Context: an optimization exercise on an open-source flow, tuned for small area and a short achievable clock period. The choices shown serve that exercise and are no tape-out recipe.
Only simulation tests tie the RTL to the original design; equivalence was not proved.

**flow/design.v**
```verilog
package rs_gf_pkg;
  typedef logic [8-1:0] data_t;
  localparam int field_order = (2 ** 8) - 1;
  localparam logic [2*8-2:0] irr_poly = 285;
  function automatic data_t gf_mult(data_t a, data_t b);
    logic [2*8-2:0] prod;
    prod = '0;
    for (int i = 0; i < 8; i++) begin
      if (b[i]) begin
        prod ^= {{(8-1){1'b0}}, a} << i;
      end
    end
    for (int i = 2*8-2; i >= 8; i--) begin
      if (prod[i]) begin
        prod ^= irr_poly << (i - 8);
      end
    end
    gf_mult = prod[8-1:0];
  endfunction
  function automatic data_t gf_pow_alpha(int e);
    data_t r;
    r = data_t'(1);
    for (int i = 0; i < (e % field_order); i++) begin
      r = gf_mult(r, data_t'(2));
    end
    gf_pow_alpha = r;
  endfunction
  function automatic data_t gf_inv(data_t a);
    data_t r;
    data_t s;
    r = data_t'(1);
    s = a;
    for (int i = 1; i < 8; i++) begin
      s = gf_mult(s, s);
      r = gf_mult(r, s);
    end
    gf_inv = r;
  endfunction
endpackage
package rs_frame_pkg;
  typedef logic [4-1:0] tag_t;
  typedef logic [$clog2(255)-1:0] pos_t;
  typedef logic [$clog2(8+2)-1:0] cnt_t;
endpackage
module rs_symbol_framer (
  input  logic               iclk,
  input  logic               ireset,
  input  logic               iclkena,
  input  logic               isop,
  input  logic               ival,
  input  rs_gf_pkg::data_t   idat,
  output logic               sym_val,
  output logic               sym_first,
  output rs_gf_pkg::data_t   sym_dat,
  output logic               synd_val,
  output rs_frame_pkg::tag_t synd_tag
);
  rs_frame_pkg::pos_t cnt;
  rs_frame_pkg::tag_t frame_tag;
  logic in_frame;
  logic last_sym;
  assign in_frame  = isop | (cnt != '0);
  assign sym_val   = ival & in_frame;
  assign sym_first = ival & isop;
  assign sym_dat   = idat;
  assign last_sym  = sym_val & (cnt == rs_frame_pkg::pos_t'(255-1));
  always_ff @(posedge iclk or posedge ireset) begin
    if (ireset) begin
      cnt       <= '0;
      frame_tag <= '0;
      synd_val  <= 1'b0;
      synd_tag  <= '0;
    end
    else if (iclkena) begin
      synd_val <= last_sym;
      if (last_sym) begin
        cnt       <= '0;
        synd_tag  <= frame_tag;
        frame_tag <= frame_tag + 1'b1;
      end
      else if (sym_val) begin
        cnt <= isop ? rs_frame_pkg::pos_t'(1) : cnt + 1'b1;
      end
    end
  end
endmodule
module rs_syndrome_cell #(
  parameter int root_idx = 0
) (
  input  logic             iclk,
  input  logic             iclkena,
  input  logic             sym_val,
  input  logic             sym_first,
  input  rs_gf_pkg::data_t sym_dat,
  output rs_gf_pkg::data_t syndrome
);
  localparam rs_gf_pkg::data_t root = rs_gf_pkg::gf_pow_alpha(root_idx + 0);
  rs_gf_pkg::data_t acc_next;
  always_comb begin
    if (sym_first) begin
      acc_next = sym_dat;
    end
    else begin
      acc_next = rs_gf_pkg::gf_mult(syndrome, root) ^ sym_dat;
    end
  end
  always_ff @(posedge iclk) begin
    if (iclkena && sym_val) begin
      syndrome <= acc_next;
    end
  end
endmodule
module rs_berlekamp_ribm (
  input  logic               iclk,
  input  logic               ireset,
  input  logic               iclkena,
  input  logic               synd_val,
  input  rs_frame_pkg::tag_t synd_tag,
  input  rs_gf_pkg::data_t [1:16] syndrome,
  output logic               loc_val,
  output rs_gf_pkg::data_t [0:8] loc_poly,
  output rs_gf_pkg::data_t [0:8-1] omega_poly,
  output rs_frame_pkg::tag_t loc_tag
);
  localparam int t     = 8;
  localparam int t2    = 16;
  localparam int t3    = t2 + t;
  localparam int cnt_w = $clog2(t2 + 1);
  typedef enum logic {
    st_wait,
    st_step
  } state_t;
  state_t state;
  rs_gf_pkg::data_t gamma [0:t3+1];
  rs_gf_pkg::data_t theta [0:t3];
  rs_gf_pkg::data_t sigma;
  logic [8-1:0] kv;
  logic [cnt_w-1:0] step_cnt;
  logic             step_last;
  logic             done;
  always_ff @(posedge iclk or posedge ireset) begin
    if (ireset) begin
      state     <= st_wait;
      step_cnt  <= '0;
      step_last <= 1'b0;
      done      <= 1'b0;
    end
    else if (iclkena) begin
      case (state)
        st_wait : state <= synd_val  ? st_step : st_wait;
        st_step : state <= step_last ? st_wait : st_step;
        default : state <= st_wait;
      endcase
      if (state == st_wait) begin
        step_cnt  <= cnt_w'(t2);
        step_last <= 1'b0;
      end
      else begin
        step_cnt  <= step_cnt - 1'b1;
        step_last <= (step_cnt == cnt_w'(2));
      end
      done <= (state == st_step) & step_last;
    end
  end
  always_ff @(posedge iclk) begin
    if (iclkena) begin
      if (state == st_wait) begin
        if (synd_val) begin
          loc_tag <= synd_tag;
          for (int i = 0; i < t2; i++) begin
            gamma[i] <= syndrome[i+1];
          end
          for (int i = t2; i <= t3+1; i++) begin
            gamma[i] <= (i == t3) ? rs_gf_pkg::data_t'(1) : '0;
          end
        end
        for (int i = 0; i < t2; i++) begin
          theta[i] <= syndrome[i+1];
        end
        for (int i = t2; i <= t3; i++) begin
          theta[i] <= (i == t3) ? rs_gf_pkg::data_t'(1) : '0;
        end
        sigma <= rs_gf_pkg::data_t'(1);
        kv    <= '0;
      end
      else begin
        for (int i = 0; i <= t3; i++) begin
          gamma[i] <= rs_gf_pkg::gf_mult(sigma, gamma[i+1]) ^ rs_gf_pkg::gf_mult(gamma[0], theta[i]);
        end
        if ((gamma[0] != '0) && !kv[8-1]) begin
          for (int i = 0; i <= t3; i++) begin
            theta[i] <= gamma[i+1];
          end
          sigma <= gamma[0];
          kv    <= ~kv;
        end
        else begin
          kv <= kv + 1'b1;
        end
      end
    end
  end
  always_comb begin
    for (int i = 0; i <= t; i++) begin
      loc_poly[i] = gamma[t+i];
    end
    for (int i = 0; i < t; i++) begin
      omega_poly[i] = gamma[i];
    end
  end
  assign loc_val = done;
endmodule
module rs_chien_forney (
  input  logic               iclk,
  input  logic               ireset,
  input  logic               iclkena,
  input  logic               loc_val,
  input  rs_gf_pkg::data_t [0:8] loc_poly,
  input  rs_gf_pkg::data_t [0:8-1] omega_poly,
  input  rs_frame_pkg::tag_t loc_tag,
  output logic               oerr_val,
  output rs_frame_pkg::pos_t oerr_pos,
  output rs_gf_pkg::data_t   oerr_mag,
  output logic               oframe_done,
  output rs_frame_pkg::cnt_t oerr_cnt,
  output logic               odecfail,
  output rs_frame_pkg::tag_t otag
);
  localparam int t = 8;
  localparam rs_gf_pkg::data_t corr_step = rs_gf_pkg::gf_pow_alpha(16 + 0);
  rs_gf_pkg::data_t lam_reg [0:t];
  rs_gf_pkg::data_t omg_reg [0:t-1];
  rs_gf_pkg::data_t corr_reg;
  rs_gf_pkg::data_t lam_even;
  rs_gf_pkg::data_t lam_odd;
  rs_gf_pkg::data_t omg_sum;
  logic  is_root;
  logic  running;
  logic  last_pos;
  logic  lam0_zero;
  rs_frame_pkg::pos_t  pos;
  rs_frame_pkg::cnt_t  root_cnt;
  rs_frame_pkg::cnt_t  root_cnt_nxt;
  rs_frame_pkg::cnt_t  loc_deg;
  rs_frame_pkg::cnt_t  deg_reg;
  rs_frame_pkg::tag_t  sweep_tag;
  for (genvar g = 0; g <= t; g++) begin : g_term
    localparam rs_gf_pkg::data_t step = rs_gf_pkg::gf_pow_alpha(g);
    always_ff @(posedge iclk) begin
      if (iclkena) begin
        if (loc_val) begin
          lam_reg[g] <= rs_gf_pkg::gf_mult(loc_poly[g], step);
        end
        else if (running) begin
          lam_reg[g] <= rs_gf_pkg::gf_mult(lam_reg[g], step);
        end
      end
    end
    if (g < t) begin : g_omega
      always_ff @(posedge iclk) begin
        if (iclkena) begin
          if (loc_val) begin
            omg_reg[g] <= rs_gf_pkg::gf_mult(omega_poly[g], step);
          end
          else if (running) begin
            omg_reg[g] <= rs_gf_pkg::gf_mult(omg_reg[g], step);
          end
        end
      end
    end
  end
  always_ff @(posedge iclk) begin
    if (iclkena) begin
      if (loc_val) begin
        corr_reg <= corr_step;
      end
      else if (running) begin
        corr_reg <= rs_gf_pkg::gf_mult(corr_reg, corr_step);
      end
    end
  end
  always_comb begin
    lam_even = '0;
    lam_odd  = '0;
    omg_sum  = '0;
    for (int i = 0; i <= t; i++) begin
      if (i % 2 == 1) begin
        lam_odd ^= lam_reg[i];
      end
      else begin
        lam_even ^= lam_reg[i];
      end
    end
    for (int i = 0; i < t; i++) begin
      omg_sum ^= omg_reg[i];
    end
  end
  assign is_root = (lam_even ^ lam_odd) == '0;
  assign oerr_mag = is_root ? rs_gf_pkg::gf_mult(rs_gf_pkg::gf_mult(omg_sum, corr_reg), rs_gf_pkg::gf_inv(lam_odd)) : '0;
  always_comb begin
    loc_deg = '0;
    for (int i = 1; i <= t; i++) begin
      if (loc_poly[i] != '0) begin
        loc_deg = rs_frame_pkg::cnt_t'(i);
      end
    end
  end
  assign root_cnt_nxt = (is_root && root_cnt != rs_frame_pkg::cnt_t'(t + 1)) ? root_cnt + 1'b1 : root_cnt;
  assign last_pos     = (pos == rs_frame_pkg::pos_t'(255-1));
  always_ff @(posedge iclk or posedge ireset) begin
    if (ireset) begin
      running     <= 1'b0;
      pos         <= '0;
      root_cnt    <= '0;
      deg_reg     <= '0;
      lam0_zero   <= 1'b0;
      sweep_tag   <= '0;
      oframe_done <= 1'b0;
      oerr_cnt    <= '0;
      odecfail    <= 1'b0;
      otag        <= '0;
    end
    else if (iclkena) begin
      oframe_done <= 1'b0;
      if (running) begin
        pos      <= pos + 1'b1;
        root_cnt <= root_cnt_nxt;
        if (last_pos) begin
          running     <= 1'b0;
          oframe_done <= 1'b1;
          oerr_cnt    <= root_cnt_nxt;
          odecfail    <= lam0_zero | (root_cnt_nxt != deg_reg);
          otag        <= sweep_tag;
        end
      end
      if (loc_val) begin
        running   <= 1'b1;
        pos       <= '0;
        root_cnt  <= '0;
        deg_reg   <= loc_deg;
        lam0_zero <= (loc_poly[0] == '0);
        sweep_tag <= loc_tag;
      end
    end
  end
  assign oerr_val = running;
  assign oerr_pos = pos;
endmodule
module rs_decoder_top (
  input  logic               iclk,
  input  logic               ireset,
  input  logic               iclkena,
  input  logic               isop,
  input  logic               ival,
  input  rs_gf_pkg::data_t   idat,
  output logic               oerr_val,
  output rs_frame_pkg::pos_t oerr_pos,
  output rs_gf_pkg::data_t   oerr_mag,
  output logic               oframe_done,
  output rs_frame_pkg::cnt_t oerr_cnt,
  output logic               odecfail,
  output rs_frame_pkg::tag_t otag
);
  logic  sym_val;
  logic  sym_first;
  rs_gf_pkg::data_t sym_dat;
  logic  synd_val;
  rs_frame_pkg::tag_t  synd_tag;
  rs_gf_pkg::data_t [1:16] syndrome;
  logic  loc_val;
  rs_gf_pkg::data_t [0:8] loc_poly;
  rs_gf_pkg::data_t [0:8-1] omega_poly;
  rs_frame_pkg::tag_t  loc_tag;
  rs_symbol_framer framer0 (
    .iclk      (iclk),
    .ireset    (ireset),
    .iclkena   (iclkena),
    .isop      (isop),
    .ival      (ival),
    .idat      (idat),
    .sym_val   (sym_val),
    .sym_first (sym_first),
    .sym_dat   (sym_dat),
    .synd_val  (synd_val),
    .synd_tag  (synd_tag)
  );
  for (genvar g = 0; g < 16; g++) begin : g_synd
    rs_syndrome_cell #(
      .root_idx (g)
    ) cell0 (
      .iclk      (iclk),
      .iclkena   (iclkena),
      .sym_val   (sym_val),
      .sym_first (sym_first),
      .sym_dat   (sym_dat),
      .syndrome  (syndrome[g+1])
    );
  end
  rs_berlekamp_ribm ribm0 (
    .iclk       (iclk),
    .ireset     (ireset),
    .iclkena    (iclkena),
    .synd_val   (synd_val),
    .synd_tag   (synd_tag),
    .syndrome   (syndrome),
    .loc_val    (loc_val),
    .loc_poly   (loc_poly),
    .omega_poly (omega_poly),
    .loc_tag    (loc_tag)
  );
  rs_chien_forney chien0 (
    .iclk        (iclk),
    .ireset      (ireset),
    .iclkena     (iclkena),
    .loc_val     (loc_val),
    .loc_poly    (loc_poly),
    .omega_poly  (omega_poly),
    .loc_tag     (loc_tag),
    .oerr_val    (oerr_val),
    .oerr_pos    (oerr_pos),
    .oerr_mag    (oerr_mag),
    .oframe_done (oframe_done),
    .oerr_cnt    (oerr_cnt),
    .odecfail    (odecfail),
    .otag        (otag)
  );
endmodule
```
**flow/run.sh**
```bash
#!/bin/bash
# synth_recipe.tcl (not shown) runs the flow's synth.tcl, then flattens the netlist and writes it again
# the make line also repeats each setting of config.mk as NAME=value (left out here)
make -C /OpenROAD-flow-scripts/flow DESIGN_CONFIG=/design/flow/config.mk WORK_HOME=/design/flow/orfs CLKGATE_MAP_FILE= SYNTH_SCRIPT=/design/flow/synth_recipe.tcl finish
```
**flow/config.mk**
```make
export PLATFORM = sky130hd
export DESIGN_NAME = rs_decoder_top
export DESIGN_NICKNAME = rs_decoder_top
export VERILOG_FILES = /design/flow/design.v
export SDC_FILE = /design/flow/constraint.sdc
export NUM_CORES = 4
export LEC_CHECK = 0
export CAP_MARGIN = 20
export CORE_MARGIN = 2
export CORE_UTILIZATION = 40
export SLEW_MARGIN = 20
```
**flow/constraint.sdc**
```tcl
create_clock -name core_clock -period 22.0 [get_ports {iclk}]
set_input_delay 4.4000 -clock core_clock [delete_from_list [all_inputs] [get_ports {iclk}]]
set_output_delay 4.4000 -clock core_clock [all_outputs]
set_load 0.01 [all_outputs]
```
==> summary.md <==
| Metric | Value |
|---|---|
| Mux share of post-synthesis cell area | 0.02989 |
| Yosys warns | 23 |
| Initial antenna violation count | 11 |
| Max-cap violations | 0 |
| Reg clk slew, reported paths | approximately 0.060 ns |
| Slew at the pin with the worst max-slew slack | ~1.1 ns |
| Worst setup margin | ~1.2 ns |
| Post-Synth Simple-Gate Area | 0.1841 |
| H-tree levels | 3 |
| Area of the die | 0.2308 mm^2 |
| Total number of vias | approximately 74000 |
| First-pass DRT Iterations | 5 |
| CTS Buffer Depth | 3 |
| Die Wd | ~480 um |
| Core area | approximately 0.23 mm^2 |
| Worst rel slew slack | 0.2688 |
| Clock Sinks | approximately 740 |
| Clk_skew | about 0.033 ns |
| DRT iter0 DRCs | 7085 |
| Largest Register | ribm0.gamma |
| Adder-cell area share of the yosys netlist | 0.001792 |
| First-pass GRT wire length | 439.3 mm |
| Layout net count | approximately 11000 |
| IO Count | 40 |
| Worst setup EP type | output pin |
| Yosys reg bits | between 700 and 800 |
| Clk root buf | clkbuf_16 |
| Peak Freq | 0.04808 GHz |
| Slowest stage delay, CP | 0.83 ns |
| Overflow after GRT | 0 |
| RSZ-0062 raised after global routing | no |
| Final Cycle Share | 0.9455 |
| Post-synth cell types | 82 |
| Top cell type's share of synthesized area | 0.3358 |
| GPL Wtd Cong | 0.8829 |
| CP delay by family, top | XOR/XNOR gates |
| Cts bufs inserted | 90 |
| CTS tree | yes |
| Placement Setup Slack | ~1.6 ns |
| Ys flop type | edfxtp_1 |
| GRT Total Usage | 0.2401 |
| Avg Synthesized Cell Area | between 7 and 8 um^2 |
| Worst setup SP type | flop |
| CP most frequent cell | xnor3_1 |
| Max reg flops | 200 |
| Largest family of logic cells by synthesized area | XOR/XNOR gates |
| FFs w/ async S/R, synth | 0.07682 |
| Routed wire length | 283.6 mm |
| Post-synthesis compound-gate area fraction | 0.03881 |
| Status | complete, no violations |
| Post-synth top cells | xnor2_1 (3481), nand2_1 (3439), xor2_1 (955), edfxtp_1 (685), clkbuf_1 (665) |
| Fillers | between 20000 and 25000 |
| Synth area leader | xnor2_1 |
| # setup viols final | 0 |
| Syn nets | 11480 |
| DRC | 0 |
| Count leader, synth | xnor2_1 |
| Crit path kind | reg -> out |
| CP bufs+invs | 2 |
| Area Overhead vs Synth | 5.751% |
| Post-Syn Instances | 11460 |
| Final hold viol count | 0 |
| WP data arrival | between 15 and 20 ns |
| Sequential fraction of the synthesis area | 0.2423 |
| Min-Delay Path Class | reg -> reg |
| Synth Area in XOR/XNOR | 0.4611 |
| Setup TNS | 0 ns |
| Post-synth EDFFs | between 600 and 700 |
| CP Data Required Time | roughly 18 ns |
| Largest net degree at the start of global routing | around 160 |
| DR vias/cell | 5.351 |
| Initial Utilization | 0.4029 |
| Port Buffer Count | 39 |
| Post-DRT Antenna Nets | 0 |
| Biggest regs | ribm0.gamma x200, ribm0.theta x193, g_synd.cell0.syndrome x128 |
| Post-CTS Hold Fix Bufs | 0 |
| Crit Path Max Fanout | 23 |
| Clock period minus worst slack | ~21 ns |
| Vias in the first global route | between 70000 and 80000 |
| Synth top area cells | xnor2_1 (34%), edfxtp_1 (23%), nand2_1 (14%) |
| Die Height | between 400 and 500 um |
| Hpwl dp | 178.4 mm |
| Slew Limit Fails | 0 |
| Slowest cell on crit path | xnor3_1 |
| Ratio of cells with drive above 1 in the final layout | 0.05834 |
| WL/cell | around 20 um |
| Worst skew pair latency | 0.72 ns |
| Syn Std Cell Area | ~0.09 mm^2 |
| Floorplan row count | 174 |
## cells in the final DEF (no fill, tap or decap), types with 16 or more instances in the layout
cell | netlist | final
xnor2_1 | 3481 | 3470
nand2_1 | 3439 | 3438
xor2_1 | 955 | 947
edfxtp_1 | 685 | 685
nor2_1 | 594 | 593
a21oi_1 | 235 | 233
mux2_2 | 215 | 215
buf_4 | 5 | 154
o21ai_0 | 140 | 140
clkbuf_16 | 0 | 95
and2_1 | 83 | 83
xnor3_1 | 72 | 72
dfrtp_1 | 57 | 55
a22oi_1 | 49 | 49
nor3_1 | 42 | 42
xnor2_2 | 31 | 42
nand3_1 | 38 | 38
clkdlybuf4s50_1 | 0 | 31
mux2i_1 | 27 | 27
inv_1 | 24 | 20
nor4_1 | 24 | 20
o22ai_1 | 19 | 19
a21o_1 | 18 | 18
bufinv_16 | 0 | 17
clkbuf_1 | 665 | 17
a31oi_1 | 16 | 16
## metrics by stage
| stage | std cells | utilization | area, um^2 | hold slack [ns] |
|---|---|---|---|---|
| 3_5_place_dp | 13670 | 0.4115 | 92720 | 0.4240 |
| 4_1_cts | 13840 | 0.4256 | 95890 | 0.4196 |
| 6_report | 13850 | 0.4261 | 96010 | 0.4196 |
| 3_3_place_gp | 13670 | 0.4115 | 92720 | 0.4227 |
| 2_1_floorplan | 11460 | - | 90790 | 0.4146 |
| 5_1_grt | 13850 | 0.4261 | 96010 | 0.4561 |
## worst min-delay path, delay by kind of cell (launching register included)
| kind | cells | cell delay (ns) |
|---|---|---|
| flops | 1 | 0.32 |
| simple gates | 2 | 0.10 |
## what timing repair did
item	in CTS	in global routing
gates resized for setup	0	1
setup buffers	0	6
endpoints found under the setup margin	0	6
## routing by layer
| layer | vias up | GRT usage | part of all wire |
|---|---|---|---|
| li1 | 34280 | - | - |
| met1 | 35960 | 0.3210 | 0.42 |
| met2 | 3241 | 0.3983 | 0.46 |
| met3 | 608 | 0.03050 | 0.081 |
| met4 | 12 | 0.08042 | 0.032 |
| met5 | - | 0 | 0.00029 |
## cell type report
| cell class | count | area, um^2 | share of cell area |
|---|---|---|---|
| Antenna cell | 5 | 12.51 | 0.0001303 |
| Clock buffer | 112 | 2441 | 0.02543 |
| Multi-Input combinational cell | 9713 | 65240 | 0.6795 |
| Tap cell | 2992 | 3744 | 0.03899 |
| Timing Repair Buffer | 204 | 1734 | 0.01806 |
| Clock inverter | 53 | 728.2 | 0.007585 |
| Sequential cell | 742 | 22000 | 0.2292 |
| Inverter | 27 | 108.9 | 0.001134 |
## cells by family after synthesis
family                   Yosys count
XOR/XNOR                        4578
AND/OR/NAND/NOR                 4297
buffers and inverters           1000
flip-flops                       742
AO/OA/AOI/OAI                    582
multiplexers                     243
adder cells (fa/ha/maj)           13
## worst paths after layout
| kind | from | to | slack [ns] | cells past startpoint |
|---|---|---|---|---|
| min | ribm0.loc_tag[2] | chien0.sweep_tag[2] | 0.42 | 2 |
| max | chien0.lam_reg[7][0] | oerr_mag[4] | 1.20 | 47 |
| min in group asynchronous | ireset | chien0.otag[1] | 4.23 | 3 |
| max in group asynchronous | ireset | ribm0.done | 17.15 | 3 |
| max reg2reg | ribm0.sigma[5] | ribm0.gamma[8][4] | 17.17 | 11 |
| min reg2reg | ribm0.loc_tag[2] | chien0.sweep_tag[2] | 0.42 | 2 |

==> afterwards: timing with drivers on the ports <==
Ports are ideal in the flow. The routed layout listed here was re-timed in OpenROAD.
Step 1: set_driving_cell puts a clkbuf_16 on iclk and a buf_2 on each other input, an assumption about the parent block.
Step 2, shift: input delay + t, output delay - t, t = (earliest + latest rising clock arrival at the registers) / 2. This alone moves slack from input paths to output paths.
a / b / c = ideal ports / drivers / drivers and shift; a / b = the first two.
t (ns): 0.801
setup slack, ns: 1.200 / 1.101 / 1.902
slew at the worst register clock pin (ns): 0.07 / 0.07
worst slew at a driven data input, ns: 0.10
After both steps this run still meets setup and hold. The setup slack of this run moves by -0.099 ns with the drivers and by +0.702 ns with both steps.
